From an optimization exercise on the open Yosys and OpenROAD flow, aimed at small area and a short achievable clock period; shortcuts taken in it are not production practice. In this exercise RTL edits were held to simulation tests only and were not proved equivalent to the original. No activity file was given, so power comes from the tool's default toggle rates.

==> trial 56: inputs <==
// sorted_priority_queue
module sorted_priority_queue #(
    parameter int DEPTH = 16
) (
    input  logic        i_clk,
    input  logic        i_rst_n,
    input  logic        start,
    output logic        busy,
    input  logic [40:0] i_cmd,
    output logic        o_strobe,
    output logic [46:0] o_result
);
==> module spq_cell, before the edit <==
module spq_cell #(
    parameter int ENTRY_W = 40,
    parameter int PRIO_W  = 8,
    parameter bit INV     = 1'b0
) (
    input  logic               i_clk,
    input  logic               i_en,
    input  logic               i_sel_right,
    input  logic               i_sel_left,
    input  logic               i_sel_new,
    input  logic [ENTRY_W-1:0] i_new_x,
    input  logic [ENTRY_W-1:0] i_left,
    input  logic [ENTRY_W-1:0] i_right,
    output logic [ENTRY_W-1:0] o_entry
);
    logic [ENTRY_W-1:0] r_entry;
    logic [ENTRY_W-1:0] n_entry;
    assign o_entry = r_entry;
    assign n_entry = ~(({ENTRY_W{i_sel_right}} & i_right) |
                       ({ENTRY_W{i_sel_left}}  & i_left)  |
                       ({ENTRY_W{i_sel_new}}   & i_new_x));
    always_ff @(posedge i_clk) begin
        if (i_en) begin
            r_entry <= n_entry;
        end
    end
endmodule
==> module sorted_priority_queue, before the edit <==
module sorted_priority_queue #(
    parameter int DEPTH = 16
) (
    input  logic        i_clk,
    input  logic        i_rst_n,
    input  logic        start,
    output logic        busy,
    input  logic [40:0] i_cmd,
    output logic        o_strobe,
    output logic [46:0] o_result
);
    localparam int VALUE_W = spq_pkg::VALUE_W;
    localparam int PRIO_W  = spq_pkg::PRIO_W;
    localparam int OCC_W   = spq_pkg::OCC_W;
    localparam int STAT_W  = spq_pkg::STAT_W;
    localparam int ENTRY_W = VALUE_W + PRIO_W;
    localparam int CNT_W   = $clog2(DEPTH + 1);
    localparam logic [STAT_W-1:0] ST_DONE  = 2'd0;
    localparam logic [STAT_W-1:0] ST_FULL  = 2'd1;
    localparam logic [STAT_W-1:0] ST_EMPTY = 2'd2;
    logic [CNT_W-1:0]   r_count;
    logic               r_busy;
    logic               r_strobe;
    logic [STAT_W-1:0]  r_status;
    logic               r_head_en;    
    logic               r_ins_en;
    logic               r_rem_en;
    logic [ENTRY_W-1:0] r_new;
    logic [DEPTH-1:0]   r_occ;
    logic               w_accept;
    logic               w_kind;
    logic               w_full;
    logic               w_empty;
    logic [DEPTH-1:0][ENTRY_W-1:0] w_entry;
    logic [DEPTH-1:0]              w_flag;
    assign busy     = r_busy;
    assign o_strobe = r_strobe;
    assign o_result = {r_status,
                       ~w_entry[0] & {ENTRY_W{r_head_en}},
                       {{(OCC_W-CNT_W){1'b0}}, r_count}};
    assign w_kind   = i_cmd[40];
    assign w_accept = start && !r_busy;
    assign w_full   = (r_count == CNT_W'(DEPTH));
    assign w_empty  = (r_count == '0);
    always_ff @(posedge i_clk) begin
        if (!i_rst_n) begin
            r_count  <= '0;
            r_busy   <= 1'b1;
            r_strobe <= 1'b0;
            r_ins_en <= 1'b0;
            r_rem_en <= 1'b0;
        end else begin
            r_busy   <= 1'b0;
            r_strobe <= w_accept;
            r_ins_en <= w_accept && (w_kind == spq_pkg::KIND_INSERT) && !w_full;
            r_rem_en <= w_accept && (w_kind == spq_pkg::KIND_REMOVE) && !w_empty;
            if (w_accept && (w_kind == spq_pkg::KIND_INSERT) && !w_full) begin
                r_count <= r_count + CNT_W'(1);
            end else if (w_accept && (w_kind == spq_pkg::KIND_REMOVE) && !w_empty) begin
                r_count <= r_count - CNT_W'(1);
            end
        end
    end
    always_ff @(posedge i_clk) begin
        r_new     <= i_cmd[ENTRY_W-1:0];
        r_head_en <= (w_kind == spq_pkg::KIND_REMOVE) && !w_empty;
        if (w_kind == spq_pkg::KIND_INSERT) begin
            r_status <= w_full ? ST_FULL : ST_DONE;
        end else begin
            r_status <= w_empty ? ST_EMPTY : ST_DONE;
        end
    end
    always_ff @(posedge i_clk) begin
        if (!i_rst_n) begin
            r_occ <= '0;
        end else if (r_rem_en) begin
            r_occ <= {1'b0, r_occ[DEPTH-1:1]};
        end else if (r_ins_en) begin
            r_occ <= {r_occ[DEPTH-2:0], 1'b1};
        end
    end
    for (genvar gi = 0; gi < DEPTH; gi++) begin : g_cell
        localparam bit INV = ((gi % 2) == 0);
        logic [ENTRY_W-1:0] w_left;
        logic [ENTRY_W-1:0] w_right;
        logic [ENTRY_W-1:0] w_true;
        logic               w_lflag;
        assign w_true = w_entry[gi] ^ {ENTRY_W{INV}};
        assign w_flag[gi] = !r_occ[gi] ||
                            (w_true[PRIO_W-1:0] < r_new[PRIO_W-1:0]);
        if (gi == 0) begin : g_head
            assign w_left  = '0;
            assign w_lflag = 1'b0;
        end else begin : g_body
            assign w_left  = w_entry[gi-1];
            assign w_lflag = w_flag[gi-1];
        end
        if (gi == DEPTH - 1) begin : g_tail
            assign w_right = '0;
        end else begin : g_inner
            assign w_right = w_entry[gi+1];
        end
        spq_cell #(
            .ENTRY_W (ENTRY_W),
            .PRIO_W  (PRIO_W),
            .INV     (INV)
        ) u_cell (
            .i_clk       (i_clk),
            .i_en        (r_rem_en || (r_ins_en && w_flag[gi])),
            .i_sel_right (r_rem_en),
            .i_sel_left  (r_ins_en && w_lflag),
            .i_sel_new   (r_ins_en && !w_lflag),
            .i_new_x     (INV ? r_new : ~r_new),
            .i_left      (w_left),
            .i_right     (w_right),
            .o_entry     (w_entry[gi])
        );
    end
endmodule
clock: 3.2 ns
lec_check: 0
cap_margin: 20
core_margin: 2
core_utilization: 40
slew_margin: 20
synth_hierarchical: 1
run.sh (not shown) runs the stock make flow with config.mk's settings and CLKGATE_MAP_FILE= SYNTH_SCRIPT=/design/flow/synth_recipe.tcl, a recipe that flattens the netlist after the stock synthesis.
==> build 53 (differences from trial 56) <==
--- a/flow/design.v
+++ b/flow/design.v
@@ -36,5 +36,7 @@
     parameter int ENTRY_W = 40,
     parameter int PRIO_W  = 8,
-    parameter bit INV     = 1'b0
+    parameter bit INV       = 1'b0,
+    parameter bit HAS_LEFT  = 1'b1,
+    parameter bit HAS_RIGHT = 1'b1
 ) (
     input  logic               i_clk,
@@ -51,7 +53,7 @@
     logic [ENTRY_W-1:0] n_entry;
     assign o_entry = r_entry;
-    assign n_entry = ~(({ENTRY_W{i_sel_right}} & i_right) |
-                       ({ENTRY_W{i_sel_left}}  & i_left)  |
-                       ({ENTRY_W{i_sel_new}}   & i_new_x));
+    assign n_entry = ~(({ENTRY_W{i_sel_right && HAS_RIGHT}} & i_right) |
+                       ({ENTRY_W{i_sel_left && HAS_LEFT}}   & i_left)  |
+                       ({ENTRY_W{i_sel_new}}                & i_new_x));
     always_ff @(posedge i_clk) begin
         if (i_en) begin
@@ -84,24 +86,50 @@
     logic               r_strobe;
     logic [STAT_W-1:0]  r_status;
-    logic               r_head_en;    
+    logic [ENTRY_W-1:0] r_head;
     logic               r_ins_en;
     logic               r_rem_en;
     logic [ENTRY_W-1:0] r_new;
+    logic [DEPTH-1:0]   r_flag;       
     logic [DEPTH-1:0]   r_occ;
     logic               w_accept;
     logic               w_kind;
     logic               w_full;
+    logic               w_ins_acc;
+    logic               w_rem_acc;
+    logic [CNT_W-1:0]   w_cnt_inc;
+    logic [CNT_W-1:0]   w_cnt_dec;
     logic               w_empty;
+    logic [PRIO_W-1:0]  w_in_prio;
+    logic [DEPTH:0]     w_cmp;        
+    logic               w_cmp_new;    
+    logic [DEPTH-1:0]   n_flag;
+    logic [DEPTH-1:0]   w_sel_left;
+    logic [DEPTH-1:0]   w_sel_new;
+    logic [DEPTH-1:0]   w_en;
     logic [DEPTH-1:0][ENTRY_W-1:0] w_entry;
-    logic [DEPTH-1:0]              w_flag;
+    logic               w_head_en;
+    logic [ENTRY_W-1:0] w_head_next;
     assign busy     = r_busy;
     assign o_strobe = r_strobe;
-    assign o_result = {r_status,
-                       ~w_entry[0] & {ENTRY_W{r_head_en}},
-                       {{(OCC_W-CNT_W){1'b0}}, r_count}};
-    assign w_kind   = i_cmd[40];
-    assign w_accept = start && !r_busy;
-    assign w_full   = (r_count == CNT_W'(DEPTH));
-    assign w_empty  = (r_count == '0);
+    assign o_result = {r_status, r_head, {{(OCC_W-CNT_W){1'b0}}, r_count}};
+    assign w_head_en   = (w_kind == spq_pkg::KIND_REMOVE) && !w_empty;
+    assign w_head_next = r_rem_en                ? w_entry[1] :
+                         (r_ins_en && r_flag[0]) ? r_new      : ~w_entry[0];
+    assign w_kind    = i_cmd[40];
+    assign w_in_prio = i_cmd[PRIO_W-1:0];
+    assign w_accept  = start && !r_busy;
+    assign w_full    = r_count[CNT_W-1];
+    assign w_empty   = (r_count == '0);
+    assign w_ins_acc = w_accept && (w_kind == spq_pkg::KIND_INSERT) && !w_full;
+    assign w_rem_acc = w_accept && (w_kind == spq_pkg::KIND_REMOVE) && !w_empty;
+    for (genvar gc = 0; gc < CNT_W; gc++) begin : g_cnt
+        if (gc == 0) begin : g_lsb
+            assign w_cnt_inc[gc] = !r_count[gc];
+            assign w_cnt_dec[gc] = !r_count[gc];
+        end else begin : g_msb
+            assign w_cnt_inc[gc] = r_count[gc] ^ (&r_count[gc-1:0]);
+            assign w_cnt_dec[gc] = r_count[gc] ^ !(|r_count[gc-1:0]);
+        end
+    end
     always_ff @(posedge i_clk) begin
         if (!i_rst_n) begin
@@ -114,10 +142,10 @@
             r_busy   <= 1'b0;
             r_strobe <= w_accept;
-            r_ins_en <= w_accept && (w_kind == spq_pkg::KIND_INSERT) && !w_full;
-            r_rem_en <= w_accept && (w_kind == spq_pkg::KIND_REMOVE) && !w_empty;
-            if (w_accept && (w_kind == spq_pkg::KIND_INSERT) && !w_full) begin
-                r_count <= r_count + CNT_W'(1);
-            end else if (w_accept && (w_kind == spq_pkg::KIND_REMOVE) && !w_empty) begin
-                r_count <= r_count - CNT_W'(1);
+            r_ins_en <= w_ins_acc;
+            r_rem_en <= w_rem_acc;
+            if (w_ins_acc) begin
+                r_count <= w_cnt_inc;
+            end else if (w_rem_acc) begin
+                r_count <= w_cnt_dec;
             end
         end
@@ -125,5 +153,6 @@
     always_ff @(posedge i_clk) begin
         r_new     <= i_cmd[ENTRY_W-1:0];
-        r_head_en <= (w_kind == spq_pkg::KIND_REMOVE) && !w_empty;
+        r_flag    <= n_flag;
+        r_head    <= w_head_next & {ENTRY_W{w_head_en}};
         if (w_kind == spq_pkg::KIND_INSERT) begin
             r_status <= w_full ? ST_FULL : ST_DONE;
@@ -141,19 +170,55 @@
         end
     end
+    for (genvar gi = 0; gi < DEPTH; gi++) begin : g_ctl
+        if (gi == 0) begin : g_head
+            assign w_sel_left[gi] = 1'b0;
+            assign w_sel_new[gi]  = r_ins_en;
+        end else begin : g_body
+            assign w_sel_left[gi] = r_ins_en && r_flag[gi-1];
+            assign w_sel_new[gi]  = r_ins_en && !r_flag[gi-1];
+        end
+        assign w_en[gi] = r_rem_en || (r_ins_en && r_flag[gi]);
+    end
+    function automatic logic f_lt(input logic [7:0] a, input logic [7:0] b);
+        logic [7:0] lt1, eq1;
+        logic [3:0] lt2, eq2;
+        logic [1:0] lt4, eq4;
+        lt1 = ~a & b;
+        eq1 = ~(a ^ b);
+        for (int k = 0; k < 4; k++) begin
+            lt2[k] = lt1[2*k+1] | (eq1[2*k+1] & lt1[2*k]);
+            eq2[k] = eq1[2*k+1] & eq1[2*k];
+        end
+        for (int k = 0; k < 2; k++) begin
+            lt4[k] = lt2[2*k+1] | (eq2[2*k+1] & lt2[2*k]);
+            eq4[k] = eq2[2*k+1] & eq2[2*k];
+        end
+        f_lt = lt4[1] | (eq4[1] & lt4[0]);
+    endfunction
+    assign w_cmp_new   = f_lt(r_new[PRIO_W-1:0], w_in_prio);
+    assign w_cmp[DEPTH] = 1'b1;
     for (genvar gi = 0; gi < DEPTH; gi++) begin : g_cell
         localparam bit INV = ((gi % 2) == 0);
         logic [ENTRY_W-1:0] w_left;
         logic [ENTRY_W-1:0] w_right;
-        logic [ENTRY_W-1:0] w_true;
-        logic               w_lflag;
-        assign w_true = w_entry[gi] ^ {ENTRY_W{INV}};
-        assign w_flag[gi] = !r_occ[gi] ||
-                            (w_true[PRIO_W-1:0] < r_new[PRIO_W-1:0]);
+        logic [PRIO_W-1:0]  w_prio;
+        assign w_prio     = w_entry[gi][PRIO_W-1:0] ^ {PRIO_W{INV}};
+        assign w_cmp[gi]  = !r_occ[gi] || f_lt(w_prio, w_in_prio);
+        logic w_keep;
+        assign w_keep = !w_en[gi];
+        if (gi == 0) begin : g_flag_head
+            assign n_flag[gi] = (r_rem_en      && w_cmp[gi+1]) ||
+                                (w_sel_new[gi] && r_flag[gi] && w_cmp_new) ||
+                                (w_keep        && w_cmp[gi]);
+        end else begin : g_flag_body
+            assign n_flag[gi] = (r_rem_en       && w_cmp[gi+1]) ||
+                                (w_sel_left[gi] && w_cmp[gi-1]) ||
+                                (w_sel_new[gi] && r_flag[gi] && w_cmp_new) ||
+                                (w_keep         && w_cmp[gi]);
+        end
         if (gi == 0) begin : g_head
-            assign w_left  = '0;
-            assign w_lflag = 1'b0;
+            assign w_left = '0;
         end else begin : g_body
-            assign w_left  = w_entry[gi-1];
-            assign w_lflag = w_flag[gi-1];
+            assign w_left = w_entry[gi-1];
         end
         if (gi == DEPTH - 1) begin : g_tail
@@ -165,11 +230,13 @@
             .ENTRY_W (ENTRY_W),
             .PRIO_W  (PRIO_W),
-            .INV     (INV)
+            .INV       (INV),
+            .HAS_LEFT  (gi != 0),
+            .HAS_RIGHT (gi != DEPTH - 1)
         ) u_cell (
             .i_clk       (i_clk),
-            .i_en        (r_rem_en || (r_ins_en && w_flag[gi])),
+            .i_en        (w_en[gi]),
             .i_sel_right (r_rem_en),
-            .i_sel_left  (r_ins_en && w_lflag),
-            .i_sel_new   (r_ins_en && !w_lflag),
+            .i_sel_left  (w_sel_left[gi]),
+            .i_sel_new   (w_sel_new[gi]),
             .i_new_x     (INV ? r_new : ~r_new),
             .i_left      (w_left),
SETUP_SLACK_MARGIN = 1.4   (was not set)
==> notes.md <==
Run status: build 53 no timing/DRC/antenna violations; trial 56 no timing/DRC/antenna violations
Clock-cell share: build 53 6.76%; trial 56 6.38%
Starting utilization of the core area: build 53 40.3%; trial 56 40.4%
Slowest stage cell, crit path: build 53 bufbuf_16; trial 56 nor2_4
Fraction of met1 tracks used by global routing: build 53 39.7%; trial 56 33.1%
Floorplan core area: build 53 85000 sq um; trial 56 78900 sq um
Share of final-layout standard cells stronger than drive strength 1: build 53 23.3%; trial 56 11.3%
Fill cell instance count of the final layout: build 53 7127; trial 56 6784
Clock buffer count from CTS: build 53 85; trial 56 79
Wire length on met2: build 53 60.4 mm; trial 56 49.1 mm
Number of clock buffers in the layout: build 53 113; trial 56 115
Clock sink count: build 53 763; trial 56 708
Routed WL: build 53 136 mm; trial 56 106 mm
Register Area: build 53 21700 sq um; trial 56 20600 sq um
Multi-input combinational cell area: build 53 12100 sq um; trial 56 10400 sq um
PD cells: build 53 543 nW/um^2; trial 56 563 nW/um^2
Met1 WL: build 53 49.5 mm; trial 56 38.3 mm
Final Power: build 53 23.1 mW; trial 56 21.2 mW
Worst-Skew Late Latency: build 53 0.66 ns; trial 56 0.63 ns
Startpoint class of the critical path: build 53 primary input; trial 56 flip-flop
Critical Path AT: build 53 2.47 ns; trial 56 3.42 ns
Post-layout instance count excluding filler cells: build 53 3858; trial 56 3409
Cell depth of the worst flop-to-flop path: build 53 7; trial 56 9
Fin Clk Skew: build 53 0.0245 ns; trial 56 0.0266 ns
Synth Area per Inst: build 53 14.1 sq um; trial 56 15.0 sq um

-- static timing again, ports no longer ideal --
The flow's constraints put no driver on any port. The routed layouts listed below were extracted and timed again, unchanged, in two steps.
Step 1: set_driving_cell puts a clkbuf_16 on i_clk and a buf_2 on each other input, an assumption about the parent block.
Step 2, shift: input delay + t, output delay - t, t = (earliest + latest rising clock arrival at the registers) / 2. This alone moves slack from input paths to output paths.
Three values: ideal ports, drivers, drivers and shift; two values: the first two.
run | t, ns | setup slack, ns | worst setup path at the end | worst register clock-pin slew, ns | pins driven straight from the clock port
trial 56 | 0.681 | 0.102 / 0.102 / 0.102 | register to register | 0.06 / 0.06 | 1
build 53 | 0.714 | 1.285 / 1.290 / 0.615 | input to register | 0.06 / 0.06 | 1
After both steps setup and hold are still met in every run listed. The setup slack of build 53, which loses most, moves by +0.005 ns with the drivers and by -0.670 ns with both steps.
